From an optimization exercise on the open Yosys and OpenROAD flow, aimed at small area, a short achievable clock period and few clock cycles per item; shortcuts taken in it are not production practice. Function was checked by simulation only, so behaviour that the tests miss may differ from the original.

===== flow/config.mk =====
export PLATFORM = sky130hd
export DESIGN_NAME = alu_seq_responder
export DESIGN_NICKNAME = alu_seq_responder
export VERILOG_FILES = /design/flow/design.v
export SDC_FILE = /design/flow/constraint.sdc
export NUM_CORES = 4
export LEC_CHECK = 0
export ABC_AREA = 1
export CAP_MARGIN = 20
export CORE_MARGIN = 2
export CORE_UTILIZATION = 45
export SETUP_SLACK_MARGIN = 2.0
export SLEW_MARGIN = 20

===== flow/constraint.sdc =====
create_clock -name core_clock -period 6.0 [get_ports {clock}]
set_input_delay 1.2000 -clock core_clock [delete_from_list [all_inputs] [get_ports {clock}]]
set_output_delay 1.2000 -clock core_clock [all_outputs]
set_load 0.01 [all_outputs]

===== flow/design.v =====
package alu_pkg;
  localparam int DATA_W = 32;
  localparam logic [3:0] OP_AND  = 4'd0;
  localparam logic [3:0] OP_OR   = 4'd1;
  localparam logic [3:0] OP_ADD  = 4'd2;
  localparam logic [3:0] OP_SUB  = 4'd3;
  localparam logic [3:0] OP_MUL  = 4'd4;
  localparam logic [3:0] OP_DIV  = 4'd5;
  localparam logic [3:0] OP_SHR  = 4'd6;
  localparam logic [3:0] OP_SHRA = 4'd7;
  localparam logic [3:0] OP_SHL  = 4'd8;
  localparam logic [3:0] OP_ROR  = 4'd9;
  localparam logic [3:0] OP_ROL  = 4'd10;
  localparam logic [3:0] OP_NEG  = 4'd11;
  localparam logic [3:0] OP_NOT  = 4'd12;
  localparam int U_SIMPLE = 0;   
  localparam int U_MUL    = 1;   
  localparam int U_NEGA   = 2;   
  localparam int U_NEGB   = 3;   
  localparam int U_CLZ    = 4;   
  localparam int U_NORM   = 5;   
  localparam int U_DITER  = 6;   
  localparam int U_FIXQ   = 7;   
  localparam int U_FIXR   = 8;   
  localparam int U_DZ     = 9;   
  localparam int NU       = 10;
endpackage
import alu_pkg::*;
module alu_booth_pp (
  input  logic [2:0]        sel,
  input  logic [DATA_W-1:0] m,
  input  logic              msigned,
  output logic [35:0]       pp,
  output logic              neg
);
  logic one, two;
  logic [35:0] m1, m2, mag;
  assign one = sel[1] ^ sel[0];
  assign two = (sel[2] & ~sel[1] & ~sel[0]) | (~sel[2] & sel[1] & sel[0]);
  assign neg = sel[2];
  logic s;
  assign s   = msigned & m[DATA_W-1];
  assign m1  = {{4{s}}, m};
  assign m2  = {{3{s}}, m, 1'b0};
  assign mag = ({36{one}} & m1) | ({36{two}} & m2);
  assign pp  = mag ^ {36{neg}};
endmodule
module alu_clz32 (
  input  logic [DATA_W-1:0] x,
  output logic [5:0]        n
);
  logic [7:0]      z4;      
  logic [1:0]      c4 [8];  
  logic [3:0]      z16;     
  logic [2:0]      c8 [4];
  logic [1:0]      z32;
  logic [3:0]      c16 [2];
  always_comb begin
    for (int g = 0; g < 8; g++) begin
      logic [3:0] v;
      v = x[4*g +: 4];
      z4[g] = (v == 4'b0);
      c4[g] = v[3] ? 2'd0 : v[2] ? 2'd1 : v[1] ? 2'd2 : 2'd3;
    end
    for (int g = 0; g < 4; g++) begin
      z16[g] = z4[2*g+1] & z4[2*g];
      c8[g]  = z4[2*g+1] ? {1'b1, c4[2*g]} : {1'b0, c4[2*g+1]};
    end
    for (int g = 0; g < 2; g++) begin
      z32[g]  = z16[2*g+1] & z16[2*g];
      c16[g]  = z16[2*g+1] ? {1'b1, c8[2*g]} : {1'b0, c8[2*g+1]};
    end
    if (z32[1] & z32[0]) n = 6'd32;
    else if (z32[1])     n = {2'b01, c16[0]};
    else                 n = {2'b00, c16[1]};
  end
endmodule
import alu_pkg::*;
module alu_seq_responder (
  input  logic                clock,
  input  logic                clear,
  input  logic                in_valid,
  output logic                in_ready,
  input  logic [DATA_W-1:0]   a,
  input  logic [DATA_W-1:0]   b,
  input  logic [3:0]          op,
  output logic                out_valid,
  input  logic                out_ready,
  output logic [2*DATA_W-1:0] result,
  output logic                div_by_zero,
  output logic                illegal_op
);
  typedef struct packed {
    logic          first;    
    logic          fin;      
    logic          x1_ra, x1_hi, x1_lo, x1_inv, x1_hs, x1_rs;
    logic          d0_one, d0_two, d0_neg, msigned;
    logic          d1_one, d1_two, d1_neg;
    logic          cin, cin2;   
    logic          r_and, r_or, r_add, r_sh, r_ones, ill;
    logic          sh_sign, sh_rot, sh_left, sh_rol;
  } ctl_t;
  ctl_t          c, cn;
  logic [NU-1:0] u, un;       
  logic       ev;              
  logic       ov;              
  logic [DATA_W-1:0] ra, rb, hi, lo;
  logic              hs;       
  logic [4:0]        cnt;
  logic              neg_a, neg_q, negb_p, dz_r, ill_r;
  logic slot, go, free, accept, last;
  assign slot      = !ov || out_ready;
  assign go        = ev && (!c.first || slot);
  assign free      = !ev || (go && c.fin);
  assign in_ready  = free;
  assign accept    = in_valid && free;
  assign out_valid = ov;
  assign last      = (cnt == 5'd0);
  function automatic logic [2:0] booth(input logic [2:0] s);
    booth[0] = s[1] ^ s[0];
    booth[1] = (s[2] & ~s[1] & ~s[0]) | (~s[2] & s[1] & s[0]);
    booth[2] = s[2];
  endfunction
  always_comb begin : first_decode
    logic [2:0] g0, g1;
    ctl_t k;
    logic [NU-1:0] ku;
    k  = '0;
    ku = '0;
    k.first = 1'b1;
    k.fin   = 1'b1;
    g0 = booth({a[1], a[0], 1'b0});
    g1 = booth({a[3], a[2], a[1]});
    case (op)
      OP_AND: begin
        ku[U_SIMPLE] = 1'b1; k.r_and = 1'b1;
        k.x1_ra = 1'b1; k.d0_one = 1'b1;
      end
      OP_OR: begin
        ku[U_SIMPLE] = 1'b1; k.r_or = 1'b1;
        k.x1_ra = 1'b1; k.d0_one = 1'b1;
      end
      OP_ADD: begin
        ku[U_SIMPLE] = 1'b1; k.r_add = 1'b1;
        k.x1_ra = 1'b1; k.d0_one = 1'b1;
      end
      OP_SUB: begin
        ku[U_SIMPLE] = 1'b1; k.r_add = 1'b1;
        k.x1_ra = 1'b1; k.d0_one = 1'b1; k.d0_neg = 1'b1; k.cin = 1'b1;
      end
      OP_NEG: begin
        ku[U_SIMPLE] = 1'b1; k.r_add = 1'b1;
        k.x1_ra = 1'b1; k.x1_inv = 1'b1; k.cin = 1'b1;
      end
      OP_NOT: begin
        ku[U_SIMPLE] = 1'b1; k.r_add = 1'b1;
        k.x1_ra = 1'b1; k.x1_inv = 1'b1;
      end
      OP_SHR:  begin ku[U_SIMPLE] = 1'b1; k.r_sh = 1'b1; end
      OP_SHRA: begin ku[U_SIMPLE] = 1'b1; k.r_sh = 1'b1; k.sh_sign = 1'b1; end
      OP_ROR:  begin ku[U_SIMPLE] = 1'b1; k.r_sh = 1'b1; k.sh_rot  = 1'b1; end
      OP_SHL:  begin ku[U_SIMPLE] = 1'b1; k.r_sh = 1'b1; k.sh_left = 1'b1; end
      OP_ROL:  begin ku[U_SIMPLE] = 1'b1; k.r_sh = 1'b1; k.sh_rol  = 1'b1; end
      OP_MUL: begin
        ku[U_MUL] = 1'b1;
        k.fin     = 1'b0;
        k.msigned = 1'b1;
        {k.d0_neg, k.d0_two, k.d0_one} = g0;
        {k.d1_neg, k.d1_two, k.d1_one} = g1;
        k.cin     = g0[2];
      end
      OP_DIV: begin
        k.fin = 1'b0;
        if (b == '0) begin
          ku[U_DZ] = 1'b1;
          k.fin    = 1'b1;
          k.x1_ra  = 1'b1;
          k.r_ones = 1'b1;
        end else if (a[DATA_W-1]) begin
          ku[U_NEGA] = 1'b1;
          k.x1_ra = 1'b1; k.x1_inv = 1'b1; k.cin = 1'b1;
        end else if (b[DATA_W-1]) begin
          ku[U_NEGB] = 1'b1;
          k.d0_one = 1'b1; k.d0_neg = 1'b1; k.cin = 1'b1;
        end else begin
          ku[U_CLZ] = 1'b1;
          k.x1_ra = 1'b1;
        end
      end
      default: begin ku[U_SIMPLE] = 1'b1; k.ill = 1'b1; end
    endcase
    fc  = k;
    fcu = ku;
  end
  ctl_t          fc;
  logic [NU-1:0] fcu;
  logic [35:0] pp0, pp1, x1, sum;
  logic        ms;
  assign ms   = c.msigned & rb[DATA_W-1];
  assign pp0  = (({36{c.d0_one}} & {{4{ms}}, rb}) |
                 ({36{c.d0_two}} & {{3{ms}}, rb, 1'b0})) ^ {36{c.d0_neg}};
  assign pp1  = (({36{c.d1_one}} & {{4{rb[DATA_W-1]}}, rb}) |
                 ({36{c.d1_two}} & {{3{rb[DATA_W-1]}}, rb, 1'b0})) ^ {36{c.d1_neg}};
  assign x1[DATA_W-1:0] = (({DATA_W{c.x1_ra}} & ra) |
                           ({DATA_W{c.x1_hi}} & hi) |
                           ({DATA_W{c.x1_lo}} & lo)) ^ {DATA_W{c.x1_inv}};
  assign x1[35:DATA_W]  = {4{(c.x1_hs & hi[DATA_W-1]) | (c.x1_rs & hs)}};
  logic [35:0] x3, cs_s, cs_c;
  logic        k1;
  assign x3   = {pp1[33:0], c.cin2 | c.d1_neg, c.cin};
  assign cs_s = x1 ^ pp0 ^ x3;
  assign cs_c = (x1 & pp0) | (x1 & x3) | (pp0 & x3);
  assign k1   = c.d1_neg;
  assign sum  = cs_s + {cs_c[34:0], k1} + {35'b0, k1};
  logic [DATA_W-1:0] src, fx, fy, fsh;
  logic [4:0]        fk;
  logic [5:0]        la, lb, sdiff;
  logic              qzero, norm;
  assign norm = u[U_NORM];
  alu_clz32 u_clz_a (.x(ra), .n(la));
  alu_clz32 u_clz_b (.x(rb), .n(lb));
  assign sdiff = lb - la;
  assign qzero = (lb < la);
  always_comb begin
    src = norm ? rb : ra;
    fx  = '0;
    fy  = src;
    fk  = rb[4:0];
    if (norm || c.sh_left) begin
      fx = {1'b0, src[DATA_W-1:1]};
      fy = {src[0], {(DATA_W-1){1'b0}}};
      fk = norm ? ~cnt : ~rb[4:0];
    end else if (c.sh_rol) begin
      fx = {src[0], src[DATA_W-1:1]};
      fy = {src[0], src[DATA_W-1:1]};
      fk = ~rb[4:0];
    end else if (c.sh_rot) begin
      fx = src;
    end else if (c.sh_sign) begin
      fx = {DATA_W{src[DATA_W-1]}};
    end
  end
  logic [47:0] f1;
  logic [39:0] f2;
  logic [35:0] f3;
  logic [33:0] f4;
  assign f1  = fk[4] ? {fx, fy[31:16]}  : {fx[15:0], fy};
  assign f2  = fk[3] ? f1[47:8] : f1[39:0];
  assign f3  = fk[2] ? f2[39:4] : f2[35:0];
  assign f4  = fk[1] ? f3[35:2] : f3[33:0];
  assign fsh = fk[0] ? f4[32:1] : f4[31:0];
  logic [2:0] ng0, ng1;
  logic       rneg;       
  assign ng0  = booth({ra[5], ra[4], ra[3]});
  assign ng1  = booth({ra[7], ra[6], ra[5]});
  assign rneg = sum[35];
  always_comb begin
    cn = '0;
    un = '0;
    if (accept) begin
      cn = fc;
      un = fcu;
    end else if (ev && !(go && c.fin)) begin
      cn = c;
      un = u;
      if (go) begin
        cn = '0;
        un = '0;
        if (u[U_MUL]) begin
          un[U_MUL]  = 1'b1;
          cn.fin     = (cnt == 5'd1);
          cn.x1_hi   = 1'b1;
          cn.x1_hs   = 1'b1;
          cn.msigned = 1'b1;
          {cn.d0_neg, cn.d0_two, cn.d0_one} = ng0;
          {cn.d1_neg, cn.d1_two, cn.d1_one} = ng1;
          cn.cin     = ng0[2];
        end else if (u[U_NEGA] && negb_p) begin
          un[U_NEGB] = 1'b1;
          cn.d0_one = 1'b1; cn.d0_neg = 1'b1; cn.cin = 1'b1;
        end else if (u[U_NEGA] || u[U_NEGB]) begin
          un[U_CLZ] = 1'b1;
          cn.x1_ra  = 1'b1;
        end else if (u[U_CLZ]) begin
          if (qzero) begin
            un[U_FIXR] = 1'b1;
            cn.fin     = 1'b1;
            cn.x1_hi   = 1'b1;
            cn.x1_inv  = neg_a;
            cn.cin     = neg_a;
          end else begin
            un[U_NORM]  = (sdiff[4:0] != 5'd0);
            un[U_DITER] = (sdiff[4:0] == 5'd0);
            cn.x1_hi  = 1'b1; cn.x1_rs = 1'b1;
            cn.d0_one = 1'b1; cn.d0_neg = 1'b1; cn.cin = 1'b1;
          end
        end else if (u[U_NORM]) begin
          un[U_DITER] = 1'b1;
          cn.x1_hi  = 1'b1; cn.x1_rs = 1'b1;
          cn.d0_one = 1'b1; cn.d0_neg = 1'b1; cn.cin = 1'b1;
        end else if (u[U_DITER] && !last) begin
          un[U_DITER] = 1'b1;
          cn.x1_hi  = 1'b1; cn.x1_rs = 1'b1;
          cn.d0_one = 1'b1; cn.d0_neg = !rneg; cn.cin = !rneg;
        end else if (u[U_DITER] && neg_q) begin
          un[U_FIXQ] = 1'b1;
          cn.x1_lo = 1'b1; cn.x1_inv = 1'b1; cn.cin = 1'b1; cn.r_add = 1'b1;
        end else if (u[U_DITER] || u[U_FIXQ]) begin
          logic corr;
          corr = u[U_DITER] ? rneg : hs;
          un[U_FIXR] = 1'b1;
          cn.fin     = 1'b1;
          cn.x1_hi   = 1'b1;
          cn.x1_inv  = neg_a;
          cn.d0_one  = corr;
          cn.d0_neg  = neg_a & corr;
          cn.cin     = neg_a & !corr;
          cn.cin2    = neg_a & corr;
        end
      end
    end
  end
  logic [DATA_W-1:0] simple;
  assign simple = ({DATA_W{c.r_and | c.r_or}} & cs_c[DATA_W-1:0]) |
                  ({DATA_W{c.r_or}}  & cs_s[DATA_W-1:0]) |
                  ({DATA_W{c.r_add}} & sum[DATA_W-1:0]) |
                  ({DATA_W{c.r_sh}}  & fsh) |
                  {DATA_W{c.r_ones}};
  always_ff @(posedge clock or negedge clear) begin
    if (!clear) begin
      ev <= 1'b0;
      ov <= 1'b0;
      u  <= '0;
    end else begin
      ev <= accept || (ev && !free);
      ov <= (go && c.fin) || (ov && !out_ready);
      u  <= un;
    end
  end
  always_ff @(posedge clock) begin
    c <= cn;
    if (accept) begin
      ra     <= a;
      rb     <= b;
      neg_a  <= a[DATA_W-1];
      neg_q  <= a[DATA_W-1] ^ b[DATA_W-1];
      negb_p <= b[DATA_W-1];
      cnt    <= 5'd7;
    end else if (go) begin
      if (u[U_NEGA])  ra <= sum[DATA_W-1:0];
      if (u[U_NEGB])  rb <= sum[DATA_W-1:0];
      if (u[U_MUL])   ra <= {4'b0, ra[DATA_W-1:4]};
      if (u[U_NORM])  rb <= fsh;
      if (u[U_DITER] && !last) rb <= {1'b0, rb[DATA_W-1:1]};
      if (u[U_CLZ])   cnt <= sdiff[4:0];
      if (u[U_MUL] || u[U_DITER]) cnt <= cnt - 5'd1;
    end
    if (go) begin
      if (u[U_SIMPLE] || u[U_CLZ] || u[U_DZ] || u[U_FIXQ]) lo <= simple;
      if (u[U_SIMPLE]) hi <= '0;
      if (u[U_MUL]) begin
        hi <= sum[35:4];
        lo <= {sum[3:0], lo[DATA_W-1:4]};
      end
      if (u[U_CLZ] || u[U_DZ]) hi <= sum[DATA_W-1:0];
      if (u[U_CLZ]) hs <= 1'b0;
      if (u[U_DITER]) begin
        hi <= sum[DATA_W-1:0];
        hs <= rneg;
        lo <= {lo[DATA_W-2:0], !rneg};
      end
      if (u[U_FIXR]) hi <= sum[DATA_W-1:0];
      if (c.first) begin
        dz_r  <= u[U_DZ];
        ill_r <= c.ill;
      end
    end
  end
  assign result      = {hi, lo};
  assign div_by_zero = dz_r;
  assign illegal_op  = ill_r;
endmodule

===== flow/run.sh =====
#!/bin/bash
# synth_recipe.tcl (not shown) runs the flow's synth.tcl, then flattens the netlist and writes it again
# the make line also repeats each setting of config.mk as NAME=value (left out here)
make -C /OpenROAD-flow-scripts/flow DESIGN_CONFIG=/design/flow/config.mk WORK_HOME=/design/flow/orfs CLKGATE_MAP_FILE= SYNTH_SCRIPT=/design/flow/synth_recipe.tcl finish

==> run notes <==
fin. max-slew vios 0; First-pass DRT Iterations 13; Setup WS pre-CTS 0.934 ns; cell taking the most area after synthesis edfxtp_1; fin crit share 0.690; Bufs and invs on worst path 2; CP Max Fanout 4; Worst-path clk slew 0.09 ns; Layout Nets 3207; Post-DRT Antenna Nets 0; GRT overflow 0; top cells by area, synth edfxtp_1, nand2_1, nand3_1; RSZ-0062 raised after global routing yes; Iteration-0 DRC Markers 3821; YS warnings 5; Die Y 210 um; worst slew pin tran 1.32 ns; CTS tree built; Total GRT Usage 0.470; pin count of the biggest net entering global routing 84; share of the synthesized area in the top cell type 0.244; post-synthesis sequential area ratio 0.271; Die W 210 um; Max Cap Viol 0; final hold violation count 0; mean post-synth cell area 6.65 um2; post-DP HPWL 78800 um; initial antenna violation count 4; top_reg_cell synth edfxtp_1; Core ar. 0.0419 mm2; GP Congestion 1.05; first-pass GRT wire length 149000 um; Clock Latency Late Sink 0.51 ns; synthesis-to-finish area growth 29.4%; placed cells 3438; Max Fclk 0.241 GHz; number of enable flip-flop cells after synthesis 155; critical path class in -> reg; final std cells w/o fill 3606; Cell Rows 75; worst path arrival time 4.41 ns; CTS root buf clkbuf_16; Worst Skew 0.0169 ns; Syn Std Cell Area 0.0191 mm2; CP top delay family simple AND/OR/NAND/NOR gates; Post-Syn Instances 2867; Starting Density 0.456; Slew HR 0.113; CTS Buf Count 17; CTS HTree Levels 4; min Tclk post-route 4.14 ns; Synth cell types 55; Longest Clk Path Bufs 2; CP max-delay cell nor4_1; status finished clean; setup_tns 0 ns; worst-path cell chain clkdlybuf4s50_1, nor4_1, nand4_1, nor2_1, inv_1, nand2_1, nor2_1, a21oi_1, nand2_1; CP peak stage delay 0.77 ns; Post-Synthesis Net Count 3023; crit path launch type primary input; vias post-DR 24000; port bufs 139; # DRC 0; Hold/Removal Path Class reg -> reg; synthesized flop and latch total 178; Routed WL 107000 um; number of global-route vias before repair 22100; Via density 6.64; Routed wire per std cell 29.6 um; Critical Path Sink Type flip-flop; required time of the worst setup path 6.27 ns; share of cells above drive strength 1 0.191; # IOs 140; final setup fails 0; die area 0.0440 mm2; CTS sink cnt 178; Post-synth ARST share 0.0674; final worst slack 1.86 ns
## metrics by stage
step	utilization	area, um2	hold WS [ns]
CTS	0.548	22900	0.429
detailed placement	0.499	20900	0.423
finish	0.590	24700	0.422
floorplan	-	19100	0.400
global route	0.590	24700	0.431
global placement	0.499	20900	0.406
## final timing paths
check / startpoint / to / slack [ns] / cells past startpoint
worst max-delay path: b[31] / c[16]$_DFFE_PP_ / 1.86 / 9
worst min-delay path: c[4]$_SDFFCE_PN0P_ / ill_r$_DFFE_PP_ / 0.42 / 0
worst max register to register: rb[16]$_DFFE_PP_ / lo[29]$_DFFE_PP_ / 1.88 / 19
worst min register to register: c[4]$_SDFFCE_PN0P_ / ill_r$_DFFE_PP_ / 0.42 / 0
max in group asynchronous: clear / u[1]$_DFFE_PN0P_ / 4.53 / 1
min in group asynchronous: clear / u[2]$_DFFE_PN0P_ / 1.05 / 1
## logic make-up after synthesis
family                   synth area share
XOR/XNOR                           0.0542
buffers and inverters               0.101
adder cells (fa/ha/maj)            0.0697
AO/OA/AOI/OAI                       0.189
flip-flops                          0.271
AND/OR/NAND/NOR                     0.315
## synthesized netlist by cell type, types with 5 or more instances
master    instances
inv_2            11
nand2_1         662
a31oi_1          25
buf_1            20
a21boi_0          8
dfrtp_1          12
or2_2            29
a21o_1            5
o211ai_1         43
o221ai_1         15
xnor2_1           8
buf_2            27
nor4_1           14
ha_1             47
nand3_1         467
o21ai_1          13
inv_1           326
a221oi_1          8
fa_1             37
dfxtp_1          11
xor2_1          110
nor3_1           22
nor2_1          161
edfxtp_1        155
a22oi_1          13
a21oi_1         182
o22ai_1         112
o21ai_0         154
o21bai_1          8
clkbuf_1         97
nand4_1          10
## timing repair
| action | CTS | global route |
|---|---|---|
| gates resized for setup | 174 | 301 |
| hold buffers | 0 | 0 |
| pin swaps | 22 | 93 |
| buffers inserted | 67 | 55 |
| setup endpoints to repair | 138 | 120 |
| cloned | 7 | 3 |
## state kept, by name, summed over array words and instances (netlist names), named ones only
name	cells
dz_r	1
c	27
ill_r	1
rb	32
negb_p	1
cnt	5
neg_q	1
ra	32
u	10
neg_a	1
lo	32
hs	1
ov	1
hi	32
## layer usage
metal / vias to the layer above / track usage / wire, um
met5: - / 0 / 25
met4: 4 / 0.340 / 10100
met3: 555 / 0.158 / 15400
met2: 2050 / 0.704 / 44800
met1: 11200 / 0.564 / 36500
li1: 10200 / - / -
## final cells by class
class                      instances  area (um2)
antenna                            3        7.51
clock buffer                      18         450
clock inverter                    14         170
fill                            3912       17200
inverter                         341        1360
multi-input combinational       2197       13900
sequential                       178        5180
tap                              539         674
timing repair buffer             309        2920
timing repair inverter             7        52.6
## cell usage in the layout (no fill, tap or decap), types with 15 or more instances in the layout
master / count
a21oi_1: 151
a21oi_2: 24
a31oi_1: 22
buf_4: 141
clkbuf_16: 20
clkdlybuf4s50_1: 138
clkinvlp_4: 19
edfxtp_1: 155
fa_1: 34
ha_1: 16
ha_4: 28
inv_1: 292
inv_2: 26
nand2_1: 581
nand2_2: 56
nand2_4: 29
nand3_1: 440
nand3_2: 20
nor2_1: 131
nor2_2: 21
nor3_1: 16
o211ai_1: 43
o21ai_0: 127
o21ai_1: 29
o221ai_1: 15
o22ai_1: 85
o22ai_2: 20
or2_2: 20
xor2_1: 90
xor2_2: 19
Testbench counts, summed over its fixed seeds: cycles 12,033, items 3,200.

[separate check: timing with driven ports]
The results above use ideal ports. As a check the final layout listed here was re-extracted and re-timed, cells and wires unchanged.
Step 1 (the two cells are an assumption about what drives the block):
set clk [get_ports {clock}]
set_driving_cell -lib_cell sky130_fd_sc_hd__clkbuf_16 $clk
set_driving_cell -lib_cell sky130_fd_sc_hd__buf_2 [delete_from_list [all_inputs] $clk]
Step 2 moves the port delays by t, midway between the first and last clock arrival at a register: inputs arrive t later, outputs are due t later. That takes back most of the time a late clock gives input paths.
Slacks: ideal / step 1 / step 2; pairs: ideal / step 1.
t (ns): 0.565
setup slack, ns: 1.857 / 1.876 / 1.333
clock arrival spread, ns: 0.017 / 0.017
pins driven straight from the clock port: 1
After both steps this run still meets setup and hold. The setup slack of this run moves by +0.019 ns with the drivers and by -0.524 ns with both steps.
